This is an optimization exercise on Yosys and OpenROAD, whose aim is small area, not a production implementation.
The RTL was checked by simulation tests, not by an equivalence proof against the original design.
No activity file was given, so power comes from the tool's default toggle rates.

**design.v**
```verilog
package demosaic_frame_pkg;
    localparam int FRAME_WIDTH      = 16;    
    localparam int FRAME_HEIGHT     = 10;    
    localparam int MIN_HBLANK       = 4;     
    localparam int MIN_VBLANK_LINES = 3;     
    typedef enum logic [1:0] {
        RGGB = 2'd0,
        GRBG = 2'd1,
        GBRG = 2'd2,
        BGGR = 2'd3
    } bayer_pattern_e;
    localparam bayer_pattern_e BAYER_PATTERN = RGGB;
    localparam int WINDOW_LATENCY = 1;   
    localparam int PIPE_LATENCY   = 5;   
    typedef logic [$clog2(FRAME_HEIGHT + 2)-1:0] row_cnt_t;   
    typedef logic [$clog2(FRAME_WIDTH + 2)-1:0]  col_cnt_t;   
    typedef logic [$clog2(FRAME_WIDTH)-1:0]      col_addr_t;  
endpackage
package demosaic_pixel_pkg;
    localparam int PIX_BITS = 8;
    typedef logic [PIX_BITS-1:0]    pix_t;
    typedef logic [PIX_BITS+1:0]    pix_sum_t;    
    typedef logic [4*PIX_BITS-1:0]  quad_pix_t;   
    typedef logic [25*PIX_BITS-1:0] window_t;     
    typedef enum logic [1:0] {
        SITE_R  = 2'd0,
        SITE_GR = 2'd1,    
        SITE_GB = 2'd2,    
        SITE_B  = 2'd3
    } site_e;
    function automatic logic [PIX_BITS-1:0] quad_pix(input quad_pix_t q, input integer k);
        quad_pix = q[k*PIX_BITS +: PIX_BITS];
    endfunction
    function automatic logic [PIX_BITS-1:0] avg2(input pix_t a, input pix_t b);
        pix_sum_t s;
        s = pix_sum_t'(a) + pix_sum_t'(b);
        avg2 = s[PIX_BITS:1];               
    endfunction
    function automatic logic [PIX_BITS-1:0] avg4(input quad_pix_t q);
        pix_sum_t s;
        s = pix_sum_t'(quad_pix(q, 0)) + pix_sum_t'(quad_pix(q, 1))
          + pix_sum_t'(quad_pix(q, 2)) + pix_sum_t'(quad_pix(q, 3));
        avg4 = s[PIX_BITS+1:2];             
    endfunction
endpackage
`timescale 1ns/1ps
module isp_demosaic (
    input  logic pclk,
    input  logic rst_n,
    input  logic in_vsync,
    input  logic in_href,
    input  demosaic_pixel_pkg::pix_t in_raw,
    output logic out_href,
    output logic out_vsync,
    output demosaic_pixel_pkg::pix_t out_r,
    output demosaic_pixel_pkg::pix_t out_g,
    output demosaic_pixel_pkg::pix_t out_b
);
localparam int D  = 5;     
localparam int SR = 65;    
function automatic logic [7:0] ginterp(input logic [7:0] l, input logic [7:0] r,
                                       input logic [7:0] u, input logic [7:0] d);
    logic [8:0] sh, sv;
    logic [7:0] dh, dv;
    logic [9:0] s4;
    sh = {1'b0, l} + {1'b0, r};
    sv = {1'b0, u} + {1'b0, d};
    dh = (l > r) ? l - r : r - l;
    dv = (u > d) ? u - d : d - u;
    if (dh < dv)
        ginterp = sh[8:1];
    else if (dv < dh)
        ginterp = sv[8:1];
    else begin
        s4 = {1'b0, sh} + {1'b0, sv};
        ginterp = s4[9:2];
    end
endfunction
function automatic logic [7:0] clamp_diff(input logic [9:0] plus, input logic [7:0] minus);
    logic [9:0] d;
    d = plus - {2'b0, minus};
    if (plus < {2'b0, minus})
        clamp_diff = '0;
    else
        clamp_diff = (|d[9:8]) ? 8'hff : d[7:0];
endfunction
logic [7:0] raw_d [1:D];
logic [D:1] hr_d;
logic [D:1] vs_d;
always_ff @(posedge pclk) begin
    raw_d[1] <= in_raw;
    for (int k = 2; k <= D; k++)
        raw_d[k] <= raw_d[k-1];
    hr_d <= {hr_d[D-1:1], in_href};
end
always_ff @(posedge pclk or negedge rst_n) begin
    if (!rst_n) begin
        vs_d      <= '0;
        out_vsync <= 1'b0;
    end else begin
        vs_d      <= {vs_d[D-1:1], in_vsync};
        out_vsync <= vs_d[D];
    end
end
logic       vs5, hr5;
logic [7:0] raw5;
assign vs5  = vs_d[D];
assign hr5  = hr_d[D];
assign raw5 = raw_d[D];
logic       active;
logic [3:0] row_cnt;     
logic [4:0] col_cnt;     
logic       flush_row, line_end, slot, shift;
assign flush_row = row_cnt[3] & row_cnt[1];           
assign line_end  = col_cnt[4] & col_cnt[0];           
assign slot      = active & (hr5 | col_cnt[4] | flush_row);
assign shift     = slot & ~col_cnt[4];
always_ff @(posedge pclk or negedge rst_n) begin
    if (!rst_n) begin
        active  <= 1'b0;
        row_cnt <= '0;
        col_cnt <= '0;
    end else if (vs5) begin
        active  <= 1'b1;
        row_cnt <= '0;
        col_cnt <= '0;
    end else if (slot) begin
        if (line_end) begin
            col_cnt <= '0;
            if (row_cnt == 4'd11) begin
                row_cnt <= '0;
                active  <= 1'b0;
            end else
                row_cnt <= row_cnt + 1'b1;
        end else
            col_cnt <= col_cnt + 1'b1;
    end
end
logic [7:0] sr [1:SR];
always_ff @(posedge pclk) begin
    if (shift) begin
        sr[1] <= raw5;
        for (int k = 2; k <= SR; k++)
            sr[k] <= sr[k-1];
    end
end
logic [7:0] tap [0:SR];
always_comb begin
    tap[0] = raw5;
    for (int k = 1; k <= SR; k++)
        tap[k] = sr[k];
end
logic       cg;           
logic [7:0] g1, g2;
logic [8:0] v0, v1, v2;   
logic [9:0] w;
assign cg = row_cnt[0] ^ col_cnt[0];
always_comb begin
    if (cg)    
        g1 = ginterp(tap[34], tap[32], tap[49], tap[17]);
    else       
        g1 = ginterp(tap[50], tap[48], tap[65], tap[33]);
    g2 = ginterp(tap[18], tap[16], tap[33], tap[1]);
    v0 = cg ? {1'b0, g1} : {1'b0, g1} + {1'b0, g2};
    w  = {1'b0, v0} + {1'b0, v2};
end
always_ff @(posedge pclk) begin
    v1 <= v0;
    v2 <= v1;
end
logic [7:0] rawc, rawb;
logic [7:0] g_c, c1_avg, c2_avg, m1, m2;
logic [9:0] p1, p2;
logic [7:0] ch1, ch2;
always_comb begin
    logic [9:0] s4;
    logic [8:0] s2;
    rawc = tap[34];
    rawb = line_end ? sr[33] : sr[34];    
    s2   = {1'b0, tap[35]} + {1'b0, tap[33]};
    s4   = {2'b0, tap[51]} + {2'b0, tap[49]} + {2'b0, tap[19]} + {2'b0, tap[17]};
    if (cg) begin
        g_c    = rawc;
        c1_avg = s2[8:1];
        m1     = w[8:1];
    end else begin
        g_c    = v1[7:0];
        c1_avg = s4[9:2];
        m1     = w[9:2];
    end
    s2     = {1'b0, tap[50]} + {1'b0, tap[18]};
    c2_avg = s2[8:1];
    m2     = v1[8:1];
    p1     = {2'b0, g_c} + {2'b0, c1_avg};
    p2     = {2'b0, rawc} + {2'b0, c2_avg};
    ch1    = clamp_diff(p1, m1);
    ch2    = clamp_diff(p2, m2);
end
logic valid, border;
logic [1:0] site;         
assign valid  = slot & (row_cnt >= 4'd2) & (col_cnt >= 5'd2);
assign border = (row_cnt < 4'd4) | flush_row | (col_cnt < 5'd4) | col_cnt[4];
assign site   = {row_cnt[0], col_cnt[0]};
always_ff @(posedge pclk or negedge rst_n) begin
    if (!rst_n) begin
        out_href <= 1'b0;
        out_r    <= '0;
        out_g    <= '0;
        out_b    <= '0;
    end else begin
        out_href <= valid;
        if (!valid) begin
            out_r <= '0;
            out_g <= '0;
            out_b <= '0;
        end else if (border) begin
            out_r <= rawb;
            out_g <= rawb;
            out_b <= rawb;
        end else begin
            case (site)
                2'd0: begin out_r <= rawc; out_g <= g_c;  out_b <= ch1;  end
                2'd1: begin out_r <= ch1;  out_g <= rawc; out_b <= ch2;  end
                2'd2: begin out_r <= ch2;  out_g <= rawc; out_b <= ch1;  end
                default: begin out_r <= ch1; out_g <= g_c; out_b <= rawc; end
            endcase
        end
    end
end
endmodule
```
**run.sh**
```bash
#!/bin/bash
# synth_recipe.tcl (not shown) runs the flow's synth.tcl, then flattens the netlist and writes it again
# the make line also repeats each setting of config.mk as NAME=value (left out here)
make -C /OpenROAD-flow-scripts/flow DESIGN_CONFIG=/design/flow/config.mk WORK_HOME=/design/flow/orfs CLKGATE_MAP_FILE= SYNTH_SCRIPT=/design/flow/synth_recipe.tcl finish
```
**config.mk**
```make
export PLATFORM = sky130hd
export DESIGN_NAME = isp_demosaic
export DESIGN_NICKNAME = isp_demosaic
export VERILOG_FILES = /design/flow/design.v
export SDC_FILE = /design/flow/constraint.sdc
export NUM_CORES = 4
export LEC_CHECK = 0
export CAP_MARGIN = 20
export CORE_MARGIN = 2
export CORE_UTILIZATION = 40
export SLEW_MARGIN = 20
```
**constraint.sdc**
```tcl
create_clock -name core_clock -period 8.0 [get_ports {pclk}]
set_input_delay 1.6000 -clock core_clock [delete_from_list [all_inputs] [get_ports {pclk}]]
set_output_delay 1.6000 -clock core_clock [all_outputs]
set_load 0.01 [all_outputs]
```
==> reports/summary.txt <==
Vias in the first global route = 18.9k
Crit. Startpoint = sr[49][0]$_DFFE_PP_
Gr busiest metal = met2
DR vias = 18.7k
TNS Setup = -10.03 ns
Leakage power = 14.6 nW
Synth cell types = 86
Routing usage on met3 = 0.0234
CP peak stage delay = 0.43 ns
Max Root-Sink Buffers = 3
CTS Buf Count = 69
Rows = 100
DRC = 0
Hold crit path type = flop to flop
H-Tree Level Count = 3
Status = failed layout checks
DR WL/cell = 19.1 um
Mux contribution to synthesized area = 0.0219
Largest family of logic cells by synthesized area = adder cells
Hpwl dp = 51500 um
# IOs = 38
Peak supply drop = 0.583 mV
Reg-to-Reg Start = sr[49][0]$_DFFE_PP_
CTS tree = done
Critical path class = flop to flop
Syn Inst Count = 2209
Syn Area/Cell = 13.5 sq um
Initial antenna violation count = 2
Die Wd = 277 um
ANT cells = 0
Relative slew margins = 0.337
Final GP Congestion = 0.933
Simple-gate share of the synthesized area = 0.0611
Detail Route Antenna Nets = 0
PD cells = 367 nW/um^2
Area Overhead vs Synth = 23.0%
Final hold violations = 0
Min Tclk post-route = 8.73 ns
YS warnings = 4
Seq cells post-synth = 624
Core area = 74100 sq um
CP endpoint kind = flop
First-pass GRT wire length = 107000 um
Met2 Usage GRT = 0.302
Slowest cell on crit path = or2_2
Commonest non-fill, non-tap cell in the layout = edfxtp_1
Post-synthesis sequential area ratio = 0.601
Fin util = 0.494
Largest net degree at the start of global routing = 170
Root buffer cell = clkbuf_16
Synth top area cells = edfxtp_1, ha_1, dfxtp_1, dfrtp_1, xnor2_1
Unrepaired setup endpoints after global routing = true
CP Max Fanout = 3
Worst skew pair latency = 0.61 ns
Worst-Margin Slew = 0.967 ns
Drt pass-1 iters = 5
Layout cells sized above 1 = 0.216
Hold Startpoint = raw_d[4][5]$_DFF_P_
Buffers on Ports = 37
# Max-Cap Violations = 0
Fin nets = 2943
Final Max Slew Viols = 0
Setup Viol. Count Final = 16
Most frequent cells in the layout = edfxtp_1, buf_4, ha_1
Synth Area in Adders = 0.140
Post-Syn Nets = 2529
Hold Buf Count CTS = 0
Synth async-reset ratio = 0.0657
Footprint of the multi-input gates = 11400 sq um
Yosys top cell area share = 0.524
Met1 usage = 0.247
Die H = 277 um
Worst endpoint data arrival time = 9.21 ns
FILL cells = 6384
Die footprint = 76600 sq um
DRT iter0 DRCs = 1156
Total track usage = 0.182
Xor/xnor share of the synthesized area = 0.0412
Setup crit start kind = flop
Clk sinks = 624
Skew final = 0.0279 ns
Initial Utilization = 0.402
Reg area = 17900 sq um
Compound-cell area share of the yosys netlist = 0.103
Fmax = 0.115 GHz
Via/cell ratio = 5.14
Final worst setup slack = -0.731 ns
Total gr overflow = 0
Post-synth top area cell = edfxtp_1
Blocking Checks = negative setup slack
Synthesized area = 29800 sq um
Reg clk slew, reported paths = 0.07 ns
Post-synth EDFFs = 520
CP required = 8.48 ns
Tcrit/Tclk final = 1.09
Main synth FF type = edfxtp_1
Routed WL = 69800 um
-- Yosys cell counts (8+ instances only) --
cell	number
o21ai_1	10
mux2_2	16
clkbuf_1	22
ha_1	266
o21bai_1	34
nor2_1	110
a31oi_1	22
a21oi_1	123
xnor2_1	108
fa_1	42
o31ai_1	8
dfrtp_1	41
nor3_1	25
nor2b_1	25
nand2_1	81
nand3_1	16
or3_1	10
dfxtp_1	63
o211ai_1	13
buf_2	13
xor2_1	32
o21a_1	13
nand4_1	11
edfxtp_1	520
a21o_1	41
inv_1	206
a211oi_1	11
nand2b_1	18
mux2i_1	45
o21ai_0	95
and3_1	13
o21ba_2	8
a311oi_1	9
nor4_1	11
-- through the flow --
step / instance area (sq um) / hold slack (ns) / instances / setup slack [ns] / power, mW
3_5_place_dp: 33900 / 0.314 / 3504 / -0.976 / 9.67
3_3_place_gp: 33900 / 0.311 / 3504 / -0.896 / 9.55
2_1_floorplan: 30000 / 0.310 / 2209 / -1.19 / 7.42
6_report: 36600 / 0.320 / 3644 / -0.731 / 13.4
4_1_cts: 36500 / 0.319 / 3640 / -0.634 / 13.3
5_1_grt: 36600 / 0.332 / 3644 / -1.06 / 14.3
-- routing by layer --
metal | share of wire | vias to the layer above
met2 | 0.48 | 389
met3 | 0.034 | 112
li1 | - | 8902
met4 | 0.029 | 0
met1 | 0.46 | 9310
met5 | 0 | -
-- where the power goes --
part	total (mW)	internal, mW	switching (mW)	leakage, nW
Combinational	6.45	3.08	3.37	7.76
Sequential	3.79	3.71	0.0794	5.68
Clock	3.21	1.94	1.27	1.13
-- timing repair --
item	4_1_cts	5_1_grt
setup buffers	13	4
setup endpoints to repair	16	16
pin swaps	39	16
gates resized for setup	33	25
hold endpoints to repair	0	0
gates cloned	0	0
-- worst max-delay path, delay by kind of cell (launching register included) --
kind | cells | cell delay, ns
DFF | 1 | 0.41
and+or+nand+nor | 9 | 2.02
buffers and inverters | 4 | 0.60
AOI/OAI and AO/OA | 18 | 2.72
xor gates and xnor gates | 4 | 0.55
adders and majority gates | 6 | 1.78
muxes | 2 | 0.54
-- sequential cells by signal, indices dropped and copies added, names as in the netlist --
signal,count
sr,520
raw_d,40
v1,9
v2,9
out_b,8
out_g,8
out_r,8
col_cnt,5
hr_d,5
vs_d,5
row_cnt,4
active,1
out_href,1
out_vsync,1
-- worst paths after layout --
path                                       end  slack, ns  depth (start not counted)
max in group asynchronous   out_b[6]$_DFF_PN0_       6.33                          1
max                         out_r[7]$_DFF_PN0_      -0.73                         43
min                        raw_d[5][5]$_DFF_P_       0.32                          0
min reg2reg                raw_d[5][5]$_DFF_P_       0.32                          0
min in group asynchronous  out_vsync$_DFF_PN0_       1.11                          1
max reg2reg                 out_r[7]$_DFF_PN0_      -0.73                         43
-- cells by family after synthesis --
group / count (synthesis)
flops: 624
compound gates: 465
simple gates: 363
fa+ha+maj: 308
buf+inv: 246
xor+xnor: 140
mux: 63
-- cell type report --
class | count | share of cell area
sequential | 624 | 0.489
tap | 969 | 0.0331
clock buffer | 90 | 0.0538
multi-input combinational | 1339 | 0.311
clock inverter | 33 | 0.00984
inverter | 208 | 0.0213
timing repair buffer | 381 | 0.0818

==> what the ideal ports hide <==
The flow's constraints put no driver on any port. The routed layout listed below was extracted and timed again, unchanged, in two steps.
Step 1, drivers: a clkbuf_16 drives pclk and a buf_2 each remaining input, both assumed.
Step 2 times the ports against the registers' clock, not the clock port: input delays grow and output delays shrink by t, the midpoint of the rising clock arrivals with the driver on.
Three values: ideal, step 1, step 2; two values: the first two.
t, ns: 0.660
setup WS [ns]: -0.731 / -0.731 / -0.731
worst setup path at the end: register to register
The setup slack of this run moves by 0.000 ns with the drivers and by 0.000 ns with both steps.
